From an optimization exercise on the open Yosys and OpenROAD flow, aimed at small area and a short achievable clock period; shortcuts taken in it are not production practice. At most, simulation tests tie the RTL to the original design; equivalence was not proved. Power figures rest on the tool's default switching activity, not on a simulated workload.

==> inputs of trial 78 <==
## memoryManagementUnit
module memoryManagementUnit (
	input wire logic clock,
	input wire logic reset,
	input wire logic [mmuPkg::addressWidth-1:0] virtualAddress,
	input wire logic affectRandomIndexCounter,
	output logic tlbMiss,
	output logic [mmuPkg::addressWidth-1:0] physicalAddress,
	output logic physicalAddressWriteAllowed,
	output logic physicalAddressValid,
	input wire logic randomizeEntryIndex,
	input wire logic writeEntryEnable,
	input wire logic [2:0] specialRegisterReadIndex,
	output logic [mmuPkg::addressWidth-1:0] specialRegisterReadValue,
	input wire logic [mmuPkg::addressWidth-1:0] specialRegisterExplicitWriteValue,
	input wire logic tlbIndexWriteEnable,
	input wire logic tlbIndexDataSource,
	input wire logic tlbEntryHighWriteEnable,
	input wire logic [1:0] tlbEntryHighDataSource,
	input wire logic tlbEntryLowWriteEnable,
	input wire logic [1:0] tlbEntryLowDataSource,
	input wire logic tlbBadAddressWriteEnable,
	input wire logic tlbBadAddressDataSource
);
	mmuPkg::pageNumberT searchKey;
	logic found;
	mmuPkg::entryIndexT matchIndex;
	mmuPkg::entryValueT matchValue;
	mmuPkg::entryIndexT accessIndex;
	mmuPkg::pageNumberT readKey;
	mmuPkg::entryValueT readValue;
	mmuPkg::pageNumberT writeKey;
	mmuPkg::entryValueT writeValue;
	logic writeEnable;
	mmuPkg::entryIndexT randomIndex;
	tlbEntryStore entryStore (
		.clock(clock),
		.reset(reset),
		.searchKey(searchKey),
		.found(found),
		.matchIndex(matchIndex),
		.matchValue(matchValue),
		.accessIndex(accessIndex),
		.readKey(readKey),
		.readValue(readValue),
		.writeKey(writeKey),
		.writeValue(writeValue),
		.writeEnable(writeEnable)
	);
	tlbRegisterFile registerFile (
		.clock(clock),
		.reset(reset),
		.virtualAddress(virtualAddress),
		.randomizeEntryIndex(randomizeEntryIndex),
		.writeEntryEnable(writeEntryEnable),
		.specialRegisterExplicitWriteValue(specialRegisterExplicitWriteValue),
		.tlbIndexWriteEnable(tlbIndexWriteEnable),
		.tlbIndexDataSource(tlbIndexDataSource),
		.tlbEntryHighWriteEnable(tlbEntryHighWriteEnable),
		.tlbEntryHighDataSource(tlbEntryHighDataSource),
		.tlbEntryLowWriteEnable(tlbEntryLowWriteEnable),
  ...
==> module tlbEntryStore, before the edit <==
module tlbEntryStore (
	input wire logic clock,
	input wire logic reset,
	input wire mmuPkg::pageNumberT searchKey,
	output logic found,
	output mmuPkg::entryIndexT matchIndex,
	output mmuPkg::entryValueT matchValue,
	input wire mmuPkg::entryIndexT accessIndex,
	output mmuPkg::pageNumberT readKey,
	output mmuPkg::entryValueT readValue,
	input wire mmuPkg::pageNumberT writeKey,
	input wire mmuPkg::entryValueT writeValue,
	input wire logic writeEnable
);
	localparam int n = mmuPkg::entryCount;
	mmuPkg::pageNumberT keys [0:n-1];
	logic [mmuPkg::pageNumberWidth+1:0] values [0:n-1];
	logic [n-1:0] accessSelect;
	always_comb begin
		for (int i = 0; i < n; i++) begin
			accessSelect[i] = (accessIndex == mmuPkg::entryIndexT'(i));
		end
	end
	logic [n-1:0] cleared;
	always_ff @(posedge clock) begin
		if (reset) begin
			cleared <= '1;
		end else if (writeEnable) begin
			cleared <= cleared & ~accessSelect;
		end
	end
	always_ff @(posedge clock) begin
		for (int i = 0; i < n; i++) begin
			if (writeEnable && accessSelect[i]) begin
				keys[i] <= writeKey;
				values[i] <= writeValue;
			end
		end
	end
	localparam int groupSize = 4;
	localparam int groupCount = n / groupSize;
	logic searchZero;
	assign searchZero = (searchKey == '0);
	logic [n-1:0] hits;
	logic [n-1:0] valueHits;
	always_comb begin
		for (int i = 0; i < n; i++) begin
			valueHits[i] = !cleared[i] && (keys[i] == searchKey);
			hits[i] = valueHits[i] || (cleared[i] && searchZero);
		end
	end
	assign found = |hits;
	logic [n-1:0] firstInGroup;
	logic [groupCount-1:0] groupHit;
	logic [groupCount-1:0] firstGroup;
	mmuPkg::entryValueT groupValue [0:groupCount-1];
	logic [1:0] groupIndex [0:groupCount-1];
	always_comb begin
		for (int g = 0; g < groupCount; g++) begin
			groupHit[g] = |hits[g*groupSize +: groupSize];
			groupValue[g] = '0;
			groupIndex[g] = '0;
			for (int j = 0; j < groupSize; j++) begin
				firstInGroup[g*groupSize + j] = hits[g*groupSize + j];
				for (int k = 0; k < j; k++) begin
					firstInGroup[g*groupSize + j] = firstInGroup[g*groupSize + j] && !hits[g*groupSize + k];
				end
				groupValue[g] = groupValue[g] |
					((firstInGroup[g*groupSize + j] && valueHits[g*groupSize + j]) ? values[g*groupSize + j] : '0);
				groupIndex[g] = groupIndex[g] | (firstInGroup[g*groupSize + j] ? 2'(j) : 2'd0);
			end
		end
		for (int g = 0; g < groupCount; g++) begin
			firstGroup[g] = groupHit[g];
			for (int k = 0; k < g; k++) begin
				firstGroup[g] = firstGroup[g] && !groupHit[k];
			end
		end
	end
	always_comb begin
		matchIndex = '0;
		matchValue = '0;
		for (int g = 0; g < groupCount; g++) begin
			matchIndex = matchIndex | (firstGroup[g] ? {3'(g), groupIndex[g]} : '0);
			matchValue = matchValue | (firstGroup[g] ? groupValue[g] : '0);
		end
	end
	always_comb begin
		readKey = '0;
		readValue = '0;
		for (int i = 0; i < n; i++) begin
			readKey = readKey | ((accessSelect[i] && !cleared[i]) ? keys[i] : '0);
			readValue = readValue | ((accessSelect[i] && !cleared[i]) ? values[i] : '0);
		end
	end
endmodule
==> module translationUnit, before the edit <==
module translationUnit (
	input wire logic clock,
	input wire logic reset,
	input wire logic [mmuPkg::addressWidth-1:0] virtualAddress,
	input wire logic affectRandomIndexCounter,
	output logic tlbMiss,
	output logic [mmuPkg::addressWidth-1:0] physicalAddress,
	output logic physicalAddressWriteAllowed,
	output logic physicalAddressValid,
	input wire logic found,
	input wire mmuPkg::entryValueT matchValue,
	output mmuPkg::pageNumberT searchKey,
	output mmuPkg::entryIndexT randomIndex
);
	logic directMapped;
	mmuPkg::pageNumberT frameNumber;
	mmuPkg::entryIndexT randomIndexCounter;
	assign directMapped = &virtualAddress[mmuPkg::addressWidth-1 -: 2];
	assign searchKey = virtualAddress[mmuPkg::addressWidth-1:mmuPkg::pageOffsetWidth];
	assign frameNumber = directMapped ?
		{2'b00, virtualAddress[mmuPkg::addressWidth-3:mmuPkg::pageOffsetWidth]} :
		matchValue.frameNumber;
	always_ff @(posedge clock) begin
		if (reset) begin
			tlbMiss <= 1'b0;
		end else begin
			tlbMiss <= !directMapped && !found;
		end
	end
	always_ff @(posedge clock) begin
		physicalAddress <= {frameNumber, virtualAddress[mmuPkg::pageOffsetWidth-1:0]};
		physicalAddressWriteAllowed <= directMapped || matchValue.writeAllowed;
		physicalAddressValid <= directMapped || matchValue.valid;
	end
	always_ff @(posedge clock) begin
		if (reset) begin
			randomIndexCounter <= mmuPkg::entryIndexT'(mmuPkg::firstRandomIndex);
		end else if (affectRandomIndexCounter && !directMapped) begin
			if (randomIndexCounter == mmuPkg::entryIndexT'(mmuPkg::entryCount - 1)) begin
				randomIndexCounter <= mmuPkg::entryIndexT'(mmuPkg::firstRandomIndex);
			end else begin
				randomIndexCounter <= randomIndexCounter + 1'b1;
			end
		end
	end
	assign randomIndex = randomIndexCounter;
endmodule
==> flow/config.mk <==
export PLATFORM = sky130hd
export DESIGN_NAME = memoryManagementUnit
export DESIGN_NICKNAME = memoryManagementUnit
export VERILOG_FILES = /design/flow/design.v
export SDC_FILE = /design/flow/constraint.sdc
export NUM_CORES = 4
export LEC_CHECK = 0
export ABC_CLOCK_PERIOD_IN_PS = 3000
export CAP_MARGIN = 20
export CORE_MARGIN = 2
export CORE_UTILIZATION = 45
export PLACE_DENSITY = 0.6
export SETUP_SLACK_MARGIN = 3.2
export SLEW_MARGIN = 20
==> flow/constraint.sdc <==
create_clock -name core_clock -period 6.5 [get_ports {clock}]
set_input_delay 1.3000 -clock core_clock [delete_from_list [all_inputs] [get_ports {clock}]]
set_output_delay 1.3000 -clock core_clock [all_outputs]
set_load 0.01 [all_outputs]
run.sh (not shown) runs the stock make flow with config.mk's settings and CLKGATE_MAP_FILE= SYNTH_SCRIPT=/design/flow/synth_recipe.tcl, a recipe that flattens the netlist after the stock synthesis.
==> trial 57: changes against trial 78 <==
--- a/flow/design.v
+++ b/flow/design.v
@@ -36,74 +36,62 @@
 	input wire logic clock,
 	input wire logic reset,
 	input wire mmuPkg::pageNumberT searchKey,
 	output logic found,
 	output mmuPkg::entryIndexT matchIndex,
 	output mmuPkg::entryValueT matchValue,
-	input wire mmuPkg::entryIndexT accessIndex,
+	input wire logic [mmuPkg::entryCount-1:0] accessSelect,
 	output mmuPkg::pageNumberT readKey,
 	output mmuPkg::entryValueT readValue,
 	input wire mmuPkg::pageNumberT writeKey,
 	input wire mmuPkg::entryValueT writeValue,
 	input wire logic writeEnable
 );
 	localparam int n = mmuPkg::entryCount;
 	mmuPkg::pageNumberT keys [0:n-1];
 	logic [mmuPkg::pageNumberWidth+1:0] values [0:n-1];
-	logic [n-1:0] accessSelect;
-	always_comb begin
-		for (int i = 0; i < n; i++) begin
-			accessSelect[i] = (accessIndex == mmuPkg::entryIndexT'(i));
-		end
-	end
-	logic [n-1:0] cleared;
-	always_ff @(posedge clock) begin
-		if (reset) begin
-			cleared <= '1;
-		end else if (writeEnable) begin
-			cleared <= cleared & ~accessSelect;
-		end
-	end
+	mmuPkg::pageNumberT loadKey;
+	logic [mmuPkg::pageNumberWidth+1:0] loadValue;
+	logic [n-1:0] loadEntry;
+	assign loadKey = writeKey & {mmuPkg::pageNumberWidth{!reset}};
+	assign loadValue = writeValue & {(mmuPkg::pageNumberWidth + 2){!reset}};
+	assign loadEntry = {n{reset}} | ({n{writeEnable}} & accessSelect);
 	always_ff @(posedge clock) begin
 		for (int i = 0; i < n; i++) begin
-			if (writeEnable && accessSelect[i]) begin
-				keys[i] <= writeKey;
-				values[i] <= writeValue;
+			if (loadEntry[i]) begin
+				keys[i] <= loadKey;
+				values[i] <= loadValue;
 			end
 		end
 	end
 	localparam int groupSize = 4;
 	localparam int groupCount = n / groupSize;
-	logic searchZero;
-	assign searchZero = (searchKey == '0);
 	logic [n-1:0] hits;
-	logic [n-1:0] valueHits;
 	always_comb begin
 		for (int i = 0; i < n; i++) begin
-			valueHits[i] = !cleared[i] && (keys[i] == searchKey);
-			hits[i] = valueHits[i] || (cleared[i] && searchZero);
+			hits[i] = (keys[i] == searchKey);
 		end
 	end
 	assign found = |hits;
 	logic [n-1:0] firstInGroup;
 	logic [groupCount-1:0] groupHit;
 	logic [groupCount-1:0] firstGroup;
-	mmuPkg::entryValueT groupValue [0:groupCount-1];
+	logic [mmuPkg::pageNumberWidth+1:0] groupValue [0:groupCount-1];
 	logic [1:0] groupIndex [0:groupCount-1];
 	always_comb begin
 		for (int g = 0; g < groupCount; g++) begin
 			groupHit[g] = |hits[g*groupSize +: groupSize];
 			groupValue[g] = '0;
 			groupIndex[g] = '0;
 			for (int j = 0; j < groupSize; j++) begin
 				firstInGroup[g*groupSize + j] = hits[g*groupSize + j];
 				for (int k = 0; k < j; k++) begin
 					firstInGroup[g*groupSize + j] = firstInGroup[g*groupSize + j] && !hits[g*groupSize + k];
 				end
 				groupValue[g] = groupValue[g] |
-					((firstInGroup[g*groupSize + j] && valueHits[g*groupSize + j]) ? values[g*groupSize + j] : '0);
+					(firstInGroup[g*groupSize + j] ? values[g*groupSize + j] : '0);
 				groupIndex[g] = groupIndex[g] | (firstInGroup[g*groupSize + j] ? 2'(j) : 2'd0);
 			end
 		end
 		for (int g = 0; g < groupCount; g++) begin
 			firstGroup[g] = groupHit[g];
 			for (int k = 0; k < g; k++) begin
@@ -120,14 +108,14 @@
 		end
 	end
 	always_comb begin
 		readKey = '0;
 		readValue = '0;
 		for (int i = 0; i < n; i++) begin
-			readKey = readKey | ((accessSelect[i] && !cleared[i]) ? keys[i] : '0);
-			readValue = readValue | ((accessSelect[i] && !cleared[i]) ? values[i] : '0);
+			readKey = readKey | (accessSelect[i] ? keys[i] : '0);
+			readValue = readValue | (accessSelect[i] ? values[i] : '0);
 		end
 	end
 endmodule
 `default_nettype wire
 `default_nettype none
 `timescale 1ns/1ps
@@ -151,13 +139,13 @@
 	input wire logic found,
 	input wire mmuPkg::entryIndexT matchIndex,
 	input wire mmuPkg::entryValueT matchValue,
 	input wire mmuPkg::pageNumberT readKey,
 	input wire mmuPkg::entryValueT readEntryValue,
 	input wire mmuPkg::entryIndexT randomIndex,
-	output mmuPkg::entryIndexT accessIndex,
+	output logic [mmuPkg::entryCount-1:0] accessSelect,
 	output mmuPkg::pageNumberT writeKey,
 	output mmuPkg::entryValueT writeValue,
 	output logic writeEnable
 );
 	mmuPkg::entryIndexT indexRegister;
 	logic invalidIndex;
@@ -237,13 +225,21 @@
 				end
 				default: begin
 				end
 			endcase
 		end
 	end
-	assign accessIndex = randomizeEntryIndex ? randomIndex : indexRegister;
+	logic [mmuPkg::entryCount-1:0] indexSelect;
+	logic [mmuPkg::entryCount-1:0] randomSelect;
+	always_comb begin
+		for (int i = 0; i < mmuPkg::entryCount; i++) begin
+			indexSelect[i] = (indexRegister == mmuPkg::entryIndexT'(i));
+			randomSelect[i] = (i >= mmuPkg::firstRandomIndex) && (randomIndex == mmuPkg::entryIndexT'(i));
+		end
+	end
+	assign accessSelect = randomizeEntryIndex ? randomSelect : indexSelect;
 	assign writeKey = entryHigh;
 	assign writeValue = entryLow;
 	assign writeEnable = writeEntryEnable;
 	always_comb begin
 		case (readIndex)
 			mmuPkg::registerIndex: begin
@@ -346,13 +342,13 @@
 	input wire logic tlbBadAddressDataSource
 );
 	mmuPkg::pageNumberT searchKey;
 	logic found;
 	mmuPkg::entryIndexT matchIndex;
 	mmuPkg::entryValueT matchValue;
-	mmuPkg::entryIndexT accessIndex;
+	logic [mmuPkg::entryCount-1:0] accessSelect;
 	mmuPkg::pageNumberT readKey;
 	mmuPkg::entryValueT readValue;
 	mmuPkg::pageNumberT writeKey;
 	mmuPkg::entryValueT writeValue;
 	logic writeEnable;
 	mmuPkg::entryIndexT randomIndex;
@@ -360,13 +356,13 @@
 		.clock(clock),
 		.reset(reset),
 		.searchKey(searchKey),
 		.found(found),
 		.matchIndex(matchIndex),
 		.matchValue(matchValue),
-		.accessIndex(accessIndex),
+		.accessSelect(accessSelect),
 		.readKey(readKey),
 		.readValue(readValue),
 		.writeKey(writeKey),
 		.writeValue(writeValue),
 		.writeEnable(writeEnable)
 	);
@@ -390,13 +386,13 @@
 		.found(found),
 		.matchIndex(matchIndex),
 		.matchValue(matchValue),
 		.readKey(readKey),
 		.readEntryValue(readValue),
 		.randomIndex(randomIndex),
-		.accessIndex(accessIndex),
+		.accessSelect(accessSelect),
 		.writeKey(writeKey),
 		.writeValue(writeValue),
 		.writeEnable(writeEnable)
 	);
 	translationUnit translator (
 		.clock(clock),
==> flow/flow/run.sh (new file) <==
#!/bin/bash
# Standard ORFS layout with two changes: the resizer may swap a cell for any footprint,
# and the port buffers start as plain buffers instead of delay cells.
set -o pipefail
bash standard.sh MATCH_CELL_FOOTPRINT=0 "BUFFER_PORTS_ARGS=-buffer_cell sky130_fd_sc_hd__buf_2" finish > standard_flow.log 2>&1
==> flow/standard.sh (new file) <==
#!/bin/bash
# synth_recipe.tcl (not shown) runs the flow's synth.tcl, then flattens the netlist and writes it again
# the make line also repeats each setting of config.mk as NAME=value (left out here)
make -C /OpenROAD-flow-scripts/flow DESIGN_CONFIG=/design/flow/config.mk WORK_HOME=/design/flow/orfs CLKGATE_MAP_FILE= SYNTH_SCRIPT=/design/flow/synth_recipe.tcl "${@:-finish}"
==> flow/config.mk (replaced) <==
export PLATFORM = sky130hd
export DESIGN_NAME = memoryManagementUnit
export DESIGN_NICKNAME = memoryManagementUnit
export VERILOG_FILES = /design/flow/design.v
export SDC_FILE = /design/flow/constraint.sdc
export NUM_CORES = 4
export LEC_CHECK = 0
export CAP_MARGIN = 20
export CORE_MARGIN = 2
export CORE_UTILIZATION = 45
export PLACE_DENSITY = 0.6
export SETUP_SLACK_MARGIN = 3.0
export SLEW_MARGIN = 20
removed: flow/run.sh
==> trial 46: changes against trial 78 <==
--- a/flow/design.v
+++ b/flow/design.v
@@ -43,93 +43,47 @@
 	output mmuPkg::pageNumberT readKey,
 	output mmuPkg::entryValueT readValue,
 	input wire mmuPkg::pageNumberT writeKey,
 	input wire mmuPkg::entryValueT writeValue,
 	input wire logic writeEnable
 );
-	localparam int n = mmuPkg::entryCount;
-	mmuPkg::pageNumberT keys [0:n-1];
-	logic [mmuPkg::pageNumberWidth+1:0] values [0:n-1];
-	logic [n-1:0] accessSelect;
-	always_comb begin
-		for (int i = 0; i < n; i++) begin
-			accessSelect[i] = (accessIndex == mmuPkg::entryIndexT'(i));
-		end
-	end
-	logic [n-1:0] cleared;
+	mmuPkg::pageNumberT keys [0:mmuPkg::entryCount-1];
+	logic [mmuPkg::pageNumberWidth+1:0] values [0:mmuPkg::entryCount-1];
+	logic [mmuPkg::entryCount-1:0] hits;
+	logic anyHit;
+	mmuPkg::entryIndexT lowestHit;
 	always_ff @(posedge clock) begin
 		if (reset) begin
-			cleared <= '1;
-		end else if (writeEnable) begin
-			cleared <= cleared & ~accessSelect;
-		end
-	end
-	always_ff @(posedge clock) begin
-		for (int i = 0; i < n; i++) begin
-			if (writeEnable && accessSelect[i]) begin
-				keys[i] <= writeKey;
-				values[i] <= writeValue;
+			for (int i = 0; i < mmuPkg::entryCount; i++) begin
+				keys[i] <= '0;
+				values[i] <= '0;
 			end
+		end else if (writeEnable) begin
+			keys[accessIndex] <= writeKey;
+			values[accessIndex] <= writeValue;
 		end
 	end
-	localparam int groupSize = 4;
-	localparam int groupCount = n / groupSize;
-	logic searchZero;
-	assign searchZero = (searchKey == '0);
-	logic [n-1:0] hits;
-	logic [n-1:0] valueHits;
 	always_comb begin
-		for (int i = 0; i < n; i++) begin
-			valueHits[i] = !cleared[i] && (keys[i] == searchKey);
-			hits[i] = valueHits[i] || (cleared[i] && searchZero);
+		for (int i = 0; i < mmuPkg::entryCount; i++) begin
+			hits[i] = (keys[i] == searchKey);
 		end
 	end
-	assign found = |hits;
-	logic [n-1:0] firstInGroup;
-	logic [groupCount-1:0] groupHit;
-	logic [groupCount-1:0] firstGroup;
-	mmuPkg::entryValueT groupValue [0:groupCount-1];
-	logic [1:0] groupIndex [0:groupCount-1];
+	assign anyHit = |hits;
 	always_comb begin
-		for (int g = 0; g < groupCount; g++) begin
-			groupHit[g] = |hits[g*groupSize +: groupSize];
-			groupValue[g] = '0;
-			groupIndex[g] = '0;
-			for (int j = 0; j < groupSize; j++) begin
-				firstInGroup[g*groupSize + j] = hits[g*groupSize + j];
-				for (int k = 0; k < j; k++) begin
-					firstInGroup[g*groupSize + j] = firstInGroup[g*groupSize + j] && !hits[g*groupSize + k];
-				end
-				groupValue[g] = groupValue[g] |
-					((firstInGroup[g*groupSize + j] && valueHits[g*groupSize + j]) ? values[g*groupSize + j] : '0);
-				groupIndex[g] = groupIndex[g] | (firstInGroup[g*groupSize + j] ? 2'(j) : 2'd0);
-			end
-		end
-		for (int g = 0; g < groupCount; g++) begin
-			firstGroup[g] = groupHit[g];
-			for (int k = 0; k < g; k++) begin
-				firstGroup[g] = firstGroup[g] && !groupHit[k];
+		lowestHit = '0;
+		for (int i = mmuPkg::entryCount - 1; i >= 0; i--) begin
+			if (hits[i]) begin
+				lowestHit = mmuPkg::entryIndexT'(i);
 			end
 		end
 	end
-	always_comb begin
-		matchIndex = '0;
-		matchValue = '0;
-		for (int g = 0; g < groupCount; g++) begin
-			matchIndex = matchIndex | (firstGroup[g] ? {3'(g), groupIndex[g]} : '0);
-			matchValue = matchValue | (firstGroup[g] ? groupValue[g] : '0);
-		end
-	end
-	always_comb begin
-		readKey = '0;
-		readValue = '0;
-		for (int i = 0; i < n; i++) begin
-			readKey = readKey | ((accessSelect[i] && !cleared[i]) ? keys[i] : '0);
-			readValue = readValue | ((accessSelect[i] && !cleared[i]) ? values[i] : '0);
-		end
-	end
+	assign found = anyHit;
+	assign matchIndex = lowestHit;
+	assign matchValue = anyHit ? values[lowestHit] : '0;
+	assign readKey = keys[accessIndex];
+	assign readValue = values[accessIndex];
 endmodule
 `default_nettype wire
 `default_nettype none
 `timescale 1ns/1ps
 module tlbRegisterFile (
 	input wire logic clock,
@@ -294,22 +248,23 @@
 	assign frameNumber = directMapped ?
 		{2'b00, virtualAddress[mmuPkg::addressWidth-3:mmuPkg::pageOffsetWidth]} :
 		matchValue.frameNumber;
 	always_ff @(posedge clock) begin
 		if (reset) begin
 			tlbMiss <= 1'b0;
+			physicalAddress <= '0;
+			physicalAddressWriteAllowed <= 1'b0;
+			physicalAddressValid <= 1'b0;
 		end else begin
 			tlbMiss <= !directMapped && !found;
+			physicalAddress <= {frameNumber, virtualAddress[mmuPkg::pageOffsetWidth-1:0]};
+			physicalAddressWriteAllowed <= directMapped || matchValue.writeAllowed;
+			physicalAddressValid <= directMapped || matchValue.valid;
 		end
 	end
 	always_ff @(posedge clock) begin
-		physicalAddress <= {frameNumber, virtualAddress[mmuPkg::pageOffsetWidth-1:0]};
-		physicalAddressWriteAllowed <= directMapped || matchValue.writeAllowed;
-		physicalAddressValid <= directMapped || matchValue.valid;
-	end
-	always_ff @(posedge clock) begin
 		if (reset) begin
 			randomIndexCounter <= mmuPkg::entryIndexT'(mmuPkg::firstRandomIndex);
 		end else if (affectRandomIndexCounter && !directMapped) begin
 			if (randomIndexCounter == mmuPkg::entryIndexT'(mmuPkg::entryCount - 1)) begin
 				randomIndexCounter <= mmuPkg::entryIndexT'(mmuPkg::firstRandomIndex);
 			end else begin
==> flow/config.mk (replaced) <==
export PLATFORM = sky130hd
export DESIGN_NAME = memoryManagementUnit
export DESIGN_NICKNAME = memoryManagementUnit
export VERILOG_FILES = /design/flow/design.v
export SDC_FILE = /design/flow/constraint.sdc
export NUM_CORES = 4
export LEC_CHECK = 0
export CAP_MARGIN = 20
export CORE_MARGIN = 2
export CORE_UTILIZATION = 45
export PLACE_DENSITY = 0.6
export SLEW_MARGIN = 20
==> comparison table <==
quantity                                                                   trial 57                trial 78                   trial 46
Power share of the sequential group                                           0.483                   0.488                      0.476
Status                                                     timing/DRC/antenna clean  timing/DRC/antenna clean   timing/DRC/antenna clean
Switch share                                                                  0.277                   0.249                      0.269
Adder-cell area share of the yosys netlist                                  0.00147                 0.00155                    0.00124
Height of the die                                                            392 µm                  382 µm                     427 µm
Combinational Power                                                         2.66 mW                 1.69 mW                    2.84 mW
Met3 WL                                                                    88900 µm                68300 µm                   45100 µm
Reported clock group power                                                  9.56 mW                 9.60 mW                    9.18 mW
Final std cells w/o fill                                                       8078                    7241                       9166
Worst hold-check slack                                                       476 ps                  486 ps                     480 ps
Finished Core Util                                                            0.601                   0.593                      0.517
Fraction of area in non-clock buffers                                         0.121                   0.112                     0.0609
Met3 Use GR                                                                   0.353                   0.260                      0.102
Crit path time final                                                        4390 ps                 3860 ps                    6260 ps
CP max stage cell                                          sky130_fd_sc_hd__nand4_1  sky130_fd_sc_hd__or4_4  sky130_fd_sc_hd__a311oi_1
Floorplan die area                                                       154000 µm²              146000 µm²                 182000 µm²
Vias in the first global route                                                56100                   47800                      59400
Power Density                                                            262 nW/µm²              262 nW/µm²                 249 nW/µm²
Static leakage power                                                        32.7 nW                 29.8 nW                    32.6 nW
Initial antenna violation count                                                  50                      38                         39
Relative contribution of the clock network to total power                     0.405                   0.435                      0.400
Fraction of layout cells with a size suffix above 1                           0.321                   0.299                      0.181
No functional check of the RTL was part of trial 78.

## what the ideal ports hide
No port has a modelled driver above. Below, the same layouts with a new extraction and two added sets of constraints.
Step 1, drivers: a clkbuf_16 drives clock and a buf_2 each remaining input, both assumed.
Step 2 adds t to the input delays and takes it off the output delays; t is the mean of the earliest and latest rising clock arrival at the registers after step 1. Input paths then give back, and output paths get back, about the clock's delay inside the block.
Slacks: no drivers / after step 1 / after step 2; pairs: no drivers / after step 1.
| run | t, ns | slack for setup (ns) | hold WS [ns] | slew at the worst register clock pin (ns) |
|---|---|---|---|---|
| trial 78 | 0.906 | 2.639 / 2.475 / 1.569 | 0.486 / 0.486 / 0.486 | 0.07 / 0.07 |
| trial 57 | 0.925 | 2.108 / 2.029 / 1.104 | 0.476 / 0.476 / 0.476 | 0.07 / 0.07 |
| trial 46 | 0.915 | 0.237 / 0.305 / -0.609 | 0.480 / 0.480 / 0.480 | 0.07 / 0.07 |
Met with ideal ports but missed after step 2: setup timing in trial 46. The setup slack of trial 78, which loses most, moves by -0.164 ns with the drivers and by -1.070 ns with both steps.
